Background: an optimization exercise with open tools, aiming at small area, a short achievable clock period and few clock cycles per item. Do not read the settings as production practice. Function was checked by simulation only, so behaviour that the tests miss may differ from the original. Power figures rest on the tool's default switching activity, not on a simulated workload.

==> flow/design.v (outline; a module is shown in full before it is edited, if it fits) <==
// module csa_fa: 4 lines
// module csa_ha: 4 lines
// module csa_hai: 4 lines
// module csa_xnor: 3 lines
// module csa_or: 3 lines
// module bicubic_tree1: 299 lines
// module bicubic_tree2: 278 lines
// module bicubic_tree3: 256 lines
// module bicubic_pnext: 88 lines
// module bicubic_resampler: 308 lines
// module bicubic_coef: 14 lines
module bicubic_resampler #(
    parameter int LEN_W = bicubic_pkg::LEN_W
) (
    input  wire logic              CLK,
    input  wire logic              RST,
    input  wire logic              start_i,
    input  wire logic [LEN_W-1:0]  src_len_i,
    input  wire logic [LEN_W-1:0]  dst_len_i,
    input  wire logic              src_valid_i,
    input  wire bicubic_pkg::pix_t src_pix_i,
    output logic                   src_ready_o,
    output logic                   out_valid_o,
    output bicubic_pkg::pix_t      out_pix_o,
    input  wire logic              out_ready_i,
    output logic                   done_o
);
  // ...
==> flow/flow/run.sh <==
#!/bin/bash
set -euo pipefail
sed 's/ SETUP_SLACK_MARGIN=[0-9.]* / SETUP_SLACK_MARGIN=6.6 /' standard.sh > standard_margin.sh
grep -q 'SETUP_SLACK_MARGIN=6.6' standard_margin.sh
bash standard_margin.sh > standard.log 2>&1
==> flow/standard.sh <==
#!/bin/bash
# synth_recipe.tcl (not shown) runs the flow's synth.tcl, then flattens the netlist and writes it again
# the make line also repeats each setting of config.mk as NAME=value (left out here)
make -C /OpenROAD-flow-scripts/flow DESIGN_CONFIG=/design/flow/config.mk WORK_HOME=/design/flow/orfs CLKGATE_MAP_FILE= SYNTH_SCRIPT=/design/flow/synth_recipe.tcl "${@:-finish}"
==> flow/config.mk <==
export PLATFORM = sky130hd
export DESIGN_NAME = bicubic_resampler
export DESIGN_NICKNAME = bicubic_resampler
export VERILOG_FILES = /design/flow/design.v
export SDC_FILE = /design/flow/constraint.sdc
export NUM_CORES = 4
export LEC_CHECK = 0
export ABC_CLOCK_PERIOD_IN_PS = 4000
export CAP_MARGIN = 20
export CORE_MARGIN = 2
export CORE_UTILIZATION = 55
export SETUP_SLACK_MARGIN = 5
export SLEW_MARGIN = 20
export SYNTH_HIERARCHICAL = 1
==> flow/constraint.sdc <==
create_clock -name core_clock -period 10.0 [get_ports {CLK}]
set_input_delay 2.0000 -clock core_clock [delete_from_list [all_inputs] [get_ports {CLK}]]
set_output_delay 2.0000 -clock core_clock [all_outputs]
set_load 0.01 [all_outputs]
==> impl_metrics.tcl, run 1 <==
set metrics [dict create \
    rrSetupSlack_ns 6.61 \
    worstPathRequired_ns 10.32 \
    top_power_group "combinational logic" \
    nNonClkInverters 182 \
    multi_input_area_mm2 0.0167 \
    power_frac_seq_pct 27.4 \
    clockPowerShare_pct 18.0 \
    seq-cell-share_pct 31.8 \
    reg2reg_from "den[1]$_DFFE_PP_" \
    drive_above_1_share_pct 14.8 \
    path_cells "clkdlybuf4s50_1 > nand2b_1 > buf_8 > and2_2 > o311a_1 > a311oi_1 > o211ai_1" \
    ctsResizeCount 116 \
    hp-class "flip-flop to flip-flop" \
    maxUsedRoutingLayer "met4" \
    cp-endpoint "en[6]$_DFFE_PP_" \
    clkCellAreaFrac_pct 5.11 \
    row_count 82 \
    cts_buffer_depth 3 \
    largest_cell_class "multi-input combinational cells" \
    clock_net_power_uw 1760 \
    start_kind "input port" \
    status "finished clean" \
    initial_utilization_pct 55.3 \
    powerDensity_mw_per_mm2 317 \
    grt_use_total_pct 23.5 \
    cts_sinks 407 \
    gr-total-overflow 0 \
    clk_pin_slew_worst_paths_ns 0.06 \
    dieArea_mm2 0.0519 \
    fmax_mhz 295 \
    powerComb_uw 5330 \
    wirelength_um 60100 \
    nClkBuffers 61 \
    grt_max_degree 57 \
]
Testbench counts, summed over its fixed seeds: cycles 18,916, items 16,987.
==> inputs of run 2 (changes only) <==
--- a/flow/config.mk
+++ b/flow/config.mk
@@ -9,5 +9,5 @@
 export CAP_MARGIN = 20
 export CORE_MARGIN = 2
-export CORE_UTILIZATION = 55
+export CORE_UTILIZATION = 65
 export SETUP_SLACK_MARGIN = 5
 export SLEW_MARGIN = 20
==> impl_metrics.tcl, run 2 <==
set metrics [dict create \
    dieWidth_um 210 \
    grt_pass1_wl_um 95900 \
    place_ws_ns 5.12 \
    syn_area_per_cell_um2 10.3 \
    grt_max_degree 57 \
    setup_slack_ns 6.56 \
    setup_viol 0 \
    drv_cap 0 \
    gr-total-overflow 0 \
    syn2layout_area_growth_pct 9.97 \
    first_global_vias 19300 \
    reg2reg_to "en[1]$_DFFE_PP_" \
    core_mm2 0.0419 \
    rsz0062_at_grt "yes" \
    portBuffers 37 \
    grt_antenna_before_repair 0 \
    top_register "qe" \
    h-tree-depth 2 \
    nets 3137 \
    worstRegToRegCells 13 \
    min_path_cells 0 \
    cts_root_buffer "clkbuf_16" \
    clock_latency_ns 0.57 \
    start_kind "input port" \
    hp-class "flip-flop to flip-flop" \
    final_common_cell "nand2_1" \
    vias_per_cell 5.75 \
    wl_per_cell_um 18.0 \
    fmax_mhz 291 \
    yosysWarnings 10 \
    hp-start "x3[0]$_DFF_P_" \
    clk_pin_slew_worst_paths_ns 0.07 \
    arrival_ns 3.75 \
    dieArea_mm2 0.0441 \
    cts_sinks 407 \
    drv_slew 0 \
    path_max_fanout 5 \
    hold_viol 0 \
    fin_crit_ns 3.44 \
    synth_area_mm2 0.0276 \
    powerDensity_mw_per_mm2 311 \
    n_antenna_cell 0 \
    place.gp.congestion 0.898 \
    drt_iter0_drc 1248 \
    cts_buffers 45 \
    p_leak_uw 0.0111 \
    power_uw 9430 \
    synth_nets 3140 \
    rrSetupSlack_ns 6.61 \
    skew_ns 0.0166 \
    post-route-period-util_pct 34.4 \
    worstPathRequired_ns 10.32 \
    regArea_mm2 0.00980 \
    ant_nets 0 \
    cts_tree "yes" \
    critPathKind "input port to flip-flop" \
    ios 38 \
    wirelength_um 58500 \
    cts_buffer_depth 3 \
    drc_errors 0 \
    relSlewSlack_pct 37.5 \
    drtPass1Iterations 8 \
    final_cell_mix "nand2_1, fa_1, dfxtp_1" \
    multi_input_area_mm2 0.0166 \
    reg2reg_from "den[1]$_DFFE_PP_" \
    row_count 75 \
    end_kind "flip-flop" \
    whs_endpoint "x4[0]$_DFF_P_" \
    status "finished clean" \
    tightest_slew_ns 0.937 \
    final.setup.tns_ns 0 \
    synth_cells 2688 \
    vias 18700 \
    drive_above_1_share_pct 13.9 \
    initial_utilization_pct 65.7 \
    peakVddDrop_mv 0.492 \
    hpwl_um 42900 \
    grt_use_total_pct 27.1 \
    nFillCells 3068 \
    largest_reg_flops 56 \
    die_h_um 210 \
]
==> run 2: changes by cell type in the layout (fill, tap and decap cells not counted), moves of 5 or more <==
cell	previous run	this run
buf_6	9	3
clkbuf_1	11	5
ha_1	141	147
inv_2	12	18
ha_4	18	13
buf_4	86	81
inv_4	9	3
==> run 2: worst max path at each step <==
| stage | startpoint | endpoint | slack (ns) | cells past startpoint |
|---|---|---|---|---|
| 2_1_floorplan | dst_len_i[2] | en[5]$_DFFE_PP_ | 6.07 | 9 |
| 3_3_place_gp | dst_len_i[2] | en[5]$_DFFE_PP_ | 5.19 | 10 |
| 3_5_place_dp | dst_len_i[2] | en[5]$_DFFE_PP_ | 5.12 | 10 |
| 4_1_cts | en[1]$_DFFE_PP_ | den[6]$_DFFE_PP_ | 6.49 | 13 |
| 5_1_grt | dst_len_i[4] | en[5]$_DFFE_PP_ | 6.47 | 11 |
| 6_report | dst_len_i[4] | en[5]$_DFFE_PP_ | 6.56 | 11 |
==> run 2: metal layers <==
layer / vias up / part of all wire (%) / track usage [%] / wire length, µm
met1: 9220 / 42 / 35.4 / 24800
met5: - / 0 / 0 / 0
li1: 8945 / - / - / -
met4: 0 / 3.1 / 10.3 / 1810
met2: 456 / 50 / 46.2 / 29200
met3: 125 / 4.7 / 3.72 / 2760
==> run 2: critical path: stages <==
cell	delay (ns)
clkdlybuf4s15_2	0.24
inv_1	0.10
ha_4	0.29
o21ai_2	0.06
o21ai_2	0.21
a311oi_4	0.13
buf_4	0.16
mux2i_1	0.11
a32o_1	0.22
a21oi_2	0.11
o211ai_1	0.10
==> run 2: stage by stage <==
stage	hold WS, ns	instance area (µm²)	instances	util (%)
6_report	0.320	30300	3260	72.3
2_1_floorplan	0.310	27700	2688	-
3_5_place_dp	0.312	27800	3100	66.3
4_1_cts	0.323	29700	3209	70.9
3_3_place_gp	0.310	27800	3100	66.3
5_1_grt	0.325	30300	3260	72.3
==> run 2: final cells by class <==
type                            count  share of cell area, %
Clock inverter                     26                  0.883
Inverter                          182                   2.30
Sequential cell                   407                   32.3
Tap cell                          539                   2.22
Clock buffer                       57                   4.24
Multi-Input combinational cell   1929                   54.8
Timing Repair Buffer              120                   3.21
==> run 2: repair_timing <==
action | 4_1_cts | 5_1_grt
hold buffers | 0 | 0
endpoints found under the setup margin | 86 | 105
pin swaps | 14 | 22
gates resized for setup | 117 | 64
cloned | 1 | 0
buffers inserted | 25 | 51
==> run 2: power breakdown <==
group | switching, µW | internal [µW]
Combinational | 2750 | 2280
Clock | 688 | 1020
Sequential | 365 | 2320
==> inputs of run 3 (changes only) <==
--- a/flow/config.mk
+++ b/flow/config.mk
@@ -9,5 +9,6 @@
 export CAP_MARGIN = 20
 export CORE_MARGIN = 2
-export CORE_UTILIZATION = 65
+export CORE_UTILIZATION = 55
+export CTS_BUF_LIST = sky130_fd_sc_hd__clkbuf_8
 export SETUP_SLACK_MARGIN = 5
 export SLEW_MARGIN = 20
==> impl_metrics.tcl, run 3 <==
set metrics [dict create \
    final_cell_mix "nand2_1, fa_1, dfxtp_1" \
    setup_slack_ns 6.62 \
    path_cells "clkbuf_2 > inv_1 > ha_4 > fa_2 > a21o_1 > a21oi_1 > xor2_1 > mux2i_1 > a32o_1 > a21oi_1 > o211ai_1" \
    nFillCells 4288 \
    final_common_cell "nand2_1" \
    drc_errors 0 \
    cts_buffer_depth 3 \
    hold_viol 0 \
    skew_ns 0.0329 \
    setup_viol 0 \
    grt_max_degree 57 \
    crit_slowest_cell "fa_2" \
    dieArea_mm2 0.0519 \
    core_mm2 0.0499 \
    hpwl_um 44100 \
    fin_crit_ns 3.38 \
    drv_cap 0 \
    worstPathRequired_ns 10.40 \
    n_antenna_cell 0 \
    ant_nets 0 \
    die_h_um 228 \
    vias_per_cell 5.44 \
    nets 3174 \
    status "finished clean" \
    relSlewSlack_pct 33.1 \
    crit_top_cell "a21oi_1" \
    place_ws_ns 5.13 \
    clock_latency_ns 0.65 \
    hold_buffers 0 \
    p_leak_uw 0.0113 \
    synth_nets 3140 \
    dieWidth_um 228 \
    hp-class "flip-flop to flip-flop" \
    top_register "qe" \
    wirelength_um 60200 \
    powerDensity_mw_per_mm2 314 \
    final.setup.tns_ns 0 \
    cts_sinks 407 \
    largest_reg_flops 56 \
    fmax_mhz 296 \
    tightest_slew_ns 0.993 \
    yosysWarnings 10 \
    row_count 82 \
    end_kind "flip-flop" \
    h-tree-depth 3 \
    synth_cells 2688 \
    drive_above_1_share_pct 15.4 \
    first_global_vias 19500 \
    portBuffers 37 \
    start_kind "input port" \
    drtPass1Iterations 5 \
    syn2layout_area_growth_pct 11.4 \
    peakVddDrop_mv 0.371 \
    syn_area_per_cell_um2 10.3 \
    path_max_fanout 4 \
    vias 18800 \
    grt_antenna_before_repair 0 \
    post-route-period-util_pct 33.8 \
    synth_area_mm2 0.0276 \
    ios 38 \
    drt_iter0_drc 997 \
    slowest_delay_ns 0.35 \
    critPathKind "input port to flip-flop" \
    place.gp.congestion 0.885 \
    initial_utilization_pct 55.3 \
    arrival_ns 3.78 \
    wl_per_cell_um 17.4 \
    drv_slew 0 \
    gr-total-overflow 0 \
    clk_pin_slew_worst_paths_ns 0.06 \
    grt_use_total_pct 23.6 \
    cts_root_buffer "clkbuf_8" \
    grt_pass1_wl_um 99400 \
    cts_tree "yes" \
    cts_buffers 75 \
    rsz0062_at_grt "yes" \
]
==> run 3: what timing repair did <==
item | CTS | global route
pin swaps | 7 | 27
resized for setup | 89 | 85
setup buffers | 24 | 53
gates cloned | 1 | 1
setup endpoints to repair | 79 | 72
==> run 3: worst max-delay path: cells and delay by family <==
| family | cells | cell delay (ns) |
|---|---|---|
| AO/OA/AOI/OAI | 5 | 0.76 |
| XOR/XNOR | 1 | 0.16 |
| adder cells (fa/ha/maj) | 2 | 0.54 |
| buffers and inverters | 2 | 0.22 |
| multiplexers | 1 | 0.09 |
==> run 3: report_power, final <==
group,internal [µW],switching (µW),leakage (µW)
Sequential,2320,365,0.00353
Combinational,2460,2810,0.00689
Clock,975,730,0.000921
Total,5750,3910,0.0113
==> run 3: worst paths after layout <==
check	startpoint	endpoint	slack, ns	depth (start not counted)
hold reg to reg	c1[7]$_DFF_P_	c2[7]$_DFF_P_	0.32	0
hold / removal	c1[7]$_DFF_P_	c2[7]$_DFF_P_	0.32	0
setup / recovery	dst_len_i[1]	en[5]$_DFFE_PP_	6.62	11
setup reg to reg	den[0]$_SDFFCE_PN0P_	den[6]$_DFFE_PP_	6.64	16
==> run 3: final cells by class <==
class | instances | area [µm²] | share of cell area [%]
inverters | 182 | 704 | 2.29
clock inverters | 47 | 373 | 1.21
repair buffers | 128 | 1110 | 3.61
well taps | 672 | 841 | 2.74
flip-flops and latches | 407 | 9810 | 31.9
multi-input cells | 1928 | 16600 | 54.1
clock buffers | 92 | 1270 | 4.12
==> run 3: per-stage QoR <==
step	instances	area [µm²]	hold slack, ns	utilization, %	total power (µW)
3_3_place_gp	3238	28000	0.310	56.2	7290
3_5_place_dp	3238	28000	0.312	56.2	7410
2_1_floorplan	2688	27700	0.310	-	6590
4_1_cts	3402	30000	0.310	60.3	9390
6_report	3456	30700	0.317	61.6	9660
5_1_grt	3456	30700	0.327	61.6	10500
==> run 3: layer usage <==
metal	GRT usage (%)	routed length (µm)	part of all wire, %
met4	8.54	1660	2.8
met3	3.49	2380	4.0
met5	0	0	0
met2	39.7	29600	49
met1	31.0	26500	44
==> inputs of run 4 (changes only) <==
--- a/flow/config.mk
+++ b/flow/config.mk
@@ -9,6 +9,5 @@
 export CAP_MARGIN = 20
 export CORE_MARGIN = 2
-export CORE_UTILIZATION = 55
-export CTS_BUF_LIST = sky130_fd_sc_hd__clkbuf_8
+export CORE_UTILIZATION = 40
 export SETUP_SLACK_MARGIN = 5
 export SLEW_MARGIN = 20
==> impl_metrics.tcl, run 4 <==
set metrics [dict create \
    tightest_slew_ns 0.950 \
    skew_ns 0.0260 \
    worst-path-buf-inv 2 \
    setup_viol 0 \
    dieArea_mm2 0.0710 \
    cts_sinks 407 \
    path_cells "clkdlybuf4s50_1 > nand2b_1 > buf_8 > and2_2 > o311a_1 > a311oi_2 > o211ai_1" \
    portBuffers 37 \
    syn_area_per_cell_um2 10.3 \
    post-route-period-util_pct 34.5 \
    reg2reg_to "den[6]$_DFFE_PP_" \
    die_h_um 267 \
    hold_ws_ns 0.320 \
    cts_root_buffer "clkbuf_16" \
    reg2reg_from "den[1]$_DFFE_PP_" \
    rrSetupSlack_ns 6.65 \
    synth_cells 2688 \
    core_mm2 0.0685 \
    synth_nets 3140 \
    grt_max_degree 57 \
    place.gp.congestion 0.882 \
    cp_num_cells 7 \
    hp-class "flip-flop to flip-flop" \
    n_antenna_cell 0 \
    syn2layout_area_growth_pct 11.8 \
    grt_use_total_pct 17.2 \
    ios 38 \
    drtPass1Iterations 5 \
    drv_slew 0 \
    final_cell_mix "nand2_1, fa_1, dfxtp_1" \
    dieWidth_um 267 \
    status "finished clean" \
    path_max_fanout 35 \
    cts_buffers 46 \
    worstSetupStartpoint "start_i" \
    final_common_cell "nand2_1" \
    hold_viol 0 \
    crit_family "buffers and inverters" \
    nets 3130 \
    drt_iter0_drc 1140 \
    grt_pass1_wl_um 99200 \
    relSlewSlack_pct 36.0 \
    start_kind "input port" \
    yosysWarnings 10 \
    powerDensity_mw_per_mm2 309 \
    critPathKind "input port to flip-flop" \
    worstPathRequired_ns 10.31 \
    drc_errors 0 \
    ant_nets 0 \
    drive_above_1_share_pct 14.1 \
    row_count 96 \
    top_register "qe" \
    drv_cap 0 \
    p_leak_uw 0.0111 \
    end_kind "flip-flop" \
    initial_utilization_pct 40.3 \
    cp-endpoint "en[6]$_DFFE_PP_" \
    largest_reg_flops 56 \
    clk_pin_slew_worst_paths_ns 0.06 \
    fmax_mhz 290 \
    final.setup.tns_ns 0 \
    gr-total-overflow 0 \
    peakVddDrop_mv 0.350 \
    cts_buffer_depth 3 \
    vias 18800 \
    arrival_ns 3.76 \
    crit_slowest_cell "clkdlybuf4s50_1" \
    cts_tree "yes" \
    worstRegToRegCells 15 \
    rsz0062_at_grt "yes" \
    nFillCells 6417 \
    clock_latency_ns 0.58 \
    h-tree-depth 2 \
    min_path_cells 0 \
    wl_per_cell_um 16.7 \
    first_global_vias 19600 \
    slowest_delay_ns 0.50 \
    hpwl_um 44400 \
    wirelength_um 60000 \
    fin_crit_ns 3.45 \
    vias_per_cell 5.22 \
    grt_antenna_before_repair 0 \
    synth_area_mm2 0.0276 \
]
-- run 4: cell types whose count changed in the layout (fill, tap and decap cells not counted), sizes merged, moves of 2 or more --
| cell | before | now |
|---|---|---|
| buf | 93 | 82 |
| clkbuf | 99 | 62 |
| clkinvlp | 6 | 8 |
| bufinv | 5 | 2 |
| inv | 207 | 187 |
| dlygate4sd2 | 12 | 14 |
-- run 4: timing repair --
action / in CTS / in global routing
gates resized for setup: 122 / 84
setup endpoints to repair: 85 / 71
gates cloned: 1 / 2
pin swaps: 13 / 30
setup buffers: 44 / 21
hold buffers: 0 / 0
-- run 4: power by group --
group	total (µW)	switching (µW)	internal, µW
Sequential	2690	369	2320
Clock	1690	716	978
Combinational	5140	2810	2330
Total	9520	3890	5630
-- run 4: area by class of cell --
class                           count  area, µm²  share of cell area, %
Multi-Input combinational cell   1930      16700                   54.2
Sequential cell                   407       9810                   31.8
Clock buffer                       61       1290                   4.19
Tap cell                          882       1100                   3.58
Timing Repair Buffer              111        968                   3.14
Inverter                          182        706                   2.29
Clock inverter                     25        248                  0.804
-- run 4: worst min-delay path by stage --
| stage | start | end |
|---|---|---|
| 4_1_cts | x1[7]$_DFF_P_ | x2[7]$_DFF_P_ |
| 3_3_place_gp | x3[4]$_DFF_P_ | x4[4]$_DFF_P_ |
| 2_1_floorplan | c1[0]$_DFF_P_ | c2[0]$_DFF_P_ |
| 6_report | x1[7]$_DFF_P_ | x2[7]$_DFF_P_ |
| 5_1_grt | x1[7]$_DFF_P_ | x2[7]$_DFF_P_ |
| 3_5_place_dp | x3[1]$_DFF_P_ | x4[1]$_DFF_P_ |
-- run 4: per-stage QoR --
step | power (µW) | std cells | utilization, % | worst slack [ns] | cell area, µm²
after floorplan | 6590 | 2688 | - | 6.07 | 27700
after global placement | 7230 | 3444 | 41.3 | 5.12 | 28300
after detailed placement | 7380 | 3444 | 41.3 | 5.06 | 28300
after CTS | 9370 | 3575 | 44.3 | 6.56 | 30300
after global routing | 10300 | 3598 | 45.0 | 6.48 | 30800
final | 9520 | 3598 | 45.0 | 6.55 | 30800
-- run 4: per-layer routing --
layer / vias to the layer above / part of all wire [%] / track usage [%]
met1: 9265 / 45 / 22.2
li1: 8961 / - / -
met5: - / 0 / 0
met4: 0 / 2.8 / 5.62
met2: 426 / 48 / 29.4
met3: 116 / 4.9 / 2.71
==> inputs of run 5 (changes only) <==
==> flow/flow/run.sh (replaced) <==
#!/bin/bash
set -euo pipefail
sed 's/ SETUP_SLACK_MARGIN=[0-9.]* / SETUP_SLACK_MARGIN=6.8 /' standard.sh > standard_margin.sh
grep -q 'SETUP_SLACK_MARGIN=6.8' standard_margin.sh
bash standard_margin.sh > standard.log 2>&1
--- a/flow/config.mk
+++ b/flow/config.mk
@@ -9,5 +9,5 @@
 export CAP_MARGIN = 20
 export CORE_MARGIN = 2
-export CORE_UTILIZATION = 40
+export CORE_UTILIZATION = 55
 export SETUP_SLACK_MARGIN = 5
 export SLEW_MARGIN = 20
==> impl_metrics.tcl, run 5 <==
set metrics [dict create \
    top_register "qe" \
    drtPass1Iterations 7 \
    syn_area_per_cell_um2 10.3 \
    final_cell_mix "nand2_1, fa_1, dfxtp_1" \
    skew_ns 0.0152 \
    relSlewSlack_pct 35.5 \
    finalNonFillerCells 3465 \
    gr-total-overflow 0 \
    syn2layout_area_growth_pct 14.6 \
    dieArea_mm2 0.0519 \
    end_kind "flip-flop" \
    setup_slack_ns 6.56 \
    cts_buffers 47 \
    place.gp.congestion 0.884 \
    worstPathRequired_ns 10.32 \
    wl_per_cell_um 17.9 \
    crit_family "compound AO/OA/AOI/OAI gates" \
    tightest_slew_ns 0.968 \
    powerDensity_mw_per_mm2 320 \
    start_kind "input port" \
    largest_reg_flops 56 \
    hp-class "flip-flop to flip-flop" \
    power_uw 10100 \
    grt_max_degree 57 \
    critPathKind "input port to flip-flop" \
    worstRegToRegCells 15 \
    drv_slew 0 \
    drive_above_1_share_pct 19.0 \
    p_leak_uw 0.0116 \
    wirelength_um 62200 \
    path_cells "buf_4 > ha_4 > a211oi_4 > o21ai_2 > a311oi_4 > buf_4 > mux2i_1 > a32o_1 > a21oi_2 > o211ai_1" \
    rrSetupSlack_ns 6.73 \
    cts_sinks 407 \
    slowest_delay_ns 0.30 \
    nets 3206 \
    drv_cap 0 \
    core_mm2 0.0499 \
    worstSetupStartpoint "src_len_i[1]" \
    cts_root_buffer "clkbuf_16" \
    dieWidth_um 228 \
    hp-start "x3[6]$_DFF_P_" \
    final.setup.tns_ns 0 \
    post-route-period-util_pct 34.4 \
    final_common_cell "nand2_1" \
    setup_viol 0 \
    n_antenna_cell 0 \
    vias 19100 \
    power_frac_comb_pct 55.5 \
    peakVddDrop_mv 0.435 \
    grt_antenna_before_repair 0 \
    met2_usage_pct 41.4 \
    clk_pin_slew_worst_paths_ns 0.06 \
    worst-path-buf-inv 2 \
    ant_nets 0 \
    status "finished clean" \
    place_inst 3235 \
    fin_crit_ns 3.44 \
    hold_viol 0 \
    arrival_ns 3.76 \
    crit_slowest_cell "a311oi_4" \
    net-switching-power_uw 4000 \
    gr-usage-met3_pct 3.29 \
    ios 38 \
    reg2reg_from "den[1]$_DFFE_PP_" \
    clockPowerShare_pct 18.0 \
    grt_use_total_pct 24.0 \
    drc_errors 0 \
    cp-endpoint "en[5]$_DFFE_PP_" \
    portBuffers 37 \
    row_count 82 \
    die_h_um 228 \
    grt_pass1_wl_um 101000 \
    place_ws_ns 5.03 \
    rsz0062_at_grt "yes" \
    vias_per_cell 5.52 \
    cp_num_cells 10 \
    path_max_fanout 7 \
    switching_share_pct 39.5 \
    crit_top_cell "buf_4" \
    hold_ws_ns 0.324 \
    internal_power_uw 6120 \
    synth_nets 3140 \
    yosysWarnings 10 \
    power_frac_seq_pct 26.4 \
    grt_use_met1_pct 30.9 \
    reg2reg_to "den[6]$_DFFE_PP_" \
    busiest_layer "met2" \
    clock_latency_ns 0.58 \
    cts_tree "yes" \
    synth_cells 2688 \
    h-tree-depth 2 \
    hpwl_um 44300 \
    first_global_vias 19900 \
    cts_buffer_depth 3 \
    fmax_mhz 291 \
    synth_area_mm2 0.0276 \
    initial_utilization_pct 55.3 \
    drt_iter0_drc 1100 \
]
[run 5: what timing repair did]
item	in CTS	in global routing
gates resized for setup	237	88
endpoints found under the setup margin	91	62
gates cloned	3	1
hold endpoints to repair	0	0
hold buffers	0	0
setup buffers	76	62
pin swaps	53	64
[run 5: routing by layer]
| layer | vias up | part of all wire [%] |
|---|---|---|
| met5 | - | 0 |
| met1 | 9419 | 43 |
| met2 | 443 | 50 |
| met4 | 0 | 3.6 |
| li1 | 9109 | - |
| met3 | 144 | 4.1 |
[run 5: worst min path at each step]
stage                      to  slack, ns  cells past startpoint
4_1_cts         x4[4]$_DFF_P_       0.32                      0
2_1_floorplan   c2[0]$_DFF_P_       0.31                      0
6_report        x4[6]$_DFF_P_       0.32                      0
3_3_place_gp    x4[0]$_DFF_P_       0.31                      0
5_1_grt         x4[6]$_DFF_P_       0.33                      0
3_5_place_dp   pp3[4]$_DFF_P_       0.31                      0
[run 5: worst reg2reg max path: cells and delay by family (launching register included)]
kind / cells / cell delay (ns)
xor gates and xnor gates: 1 / 0.18
DFF: 1 / 0.52
adders and majority gates: 2 / 0.72
buffers and inverters: 2 / 0.28
AOI/OAI and AO/OA: 7 / 1.00
and+or+nand+nor: 3 / 0.33
[run 5: area by class of cell]
cell class / instances / area [µm²]
clock inverters: 17 / 209
fillers: 4063 / 18300
flip-flops and latches: 407 / 9840
clock buffers: 71 / 1480
multi-input cells: 1931 / 17000
inverters: 182 / 707
repair buffers: 185 / 1500
well taps: 672 / 841
[run 5: metrics by stage]
stage	util [%]	cell area [µm²]
after floorplan	-	27800
after global placement	56.4	28100
after detailed placement	56.4	28100
after CTS	61.9	30900
after global routing	63.4	31600
final	63.4	31600
[run 5: power groups by stage]
stage	Clock [µW]	Sequential, µW	Combinational (µW)
finish	1820	2670	5620
global route	1940	2720	6200
CTS	1870	2670	5280
detailed placement	0	2730	4710
global placement	0	2720	4590
floorplan	0	2480	4190

## separate check: timing with driven ports
Ports are ideal in the flow. The routed layouts listed here were re-timed in OpenROAD.
Step 1 sets driving cells, clkbuf_16 on the clock port and buf_2 on the other inputs (assumed; they add their load-dependent delay and slew).
Step 2, shift: input delay + t, output delay - t, t = (earliest + latest rising clock arrival at the registers) / 2. This alone moves slack from input paths to output paths.
a / b / c = ideal / step 1 / step 2; a / b = the first two.
| run | t (ns) | slack for setup (ns) | worst setup path at the end |
|---|---|---|---|
| run 1 | 0.637 | 6.609 / 6.613 / 5.992 | input to register |
| run 2 | 0.619 | 6.563 / 6.593 / 5.973 | input to register |
| run 3 | 0.695 | 6.620 / 6.631 / 5.938 | input to register |
| run 4 | 0.633 | 6.552 / 6.573 / 5.940 | input to register |
| run 5 | 0.637 | 6.558 / 6.574 / 5.937 | input to register |
After both steps setup and hold are still met in every run listed. The setup slack of run 3, which loses most, moves by +0.011 ns with the drivers and by -0.682 ns with both steps.
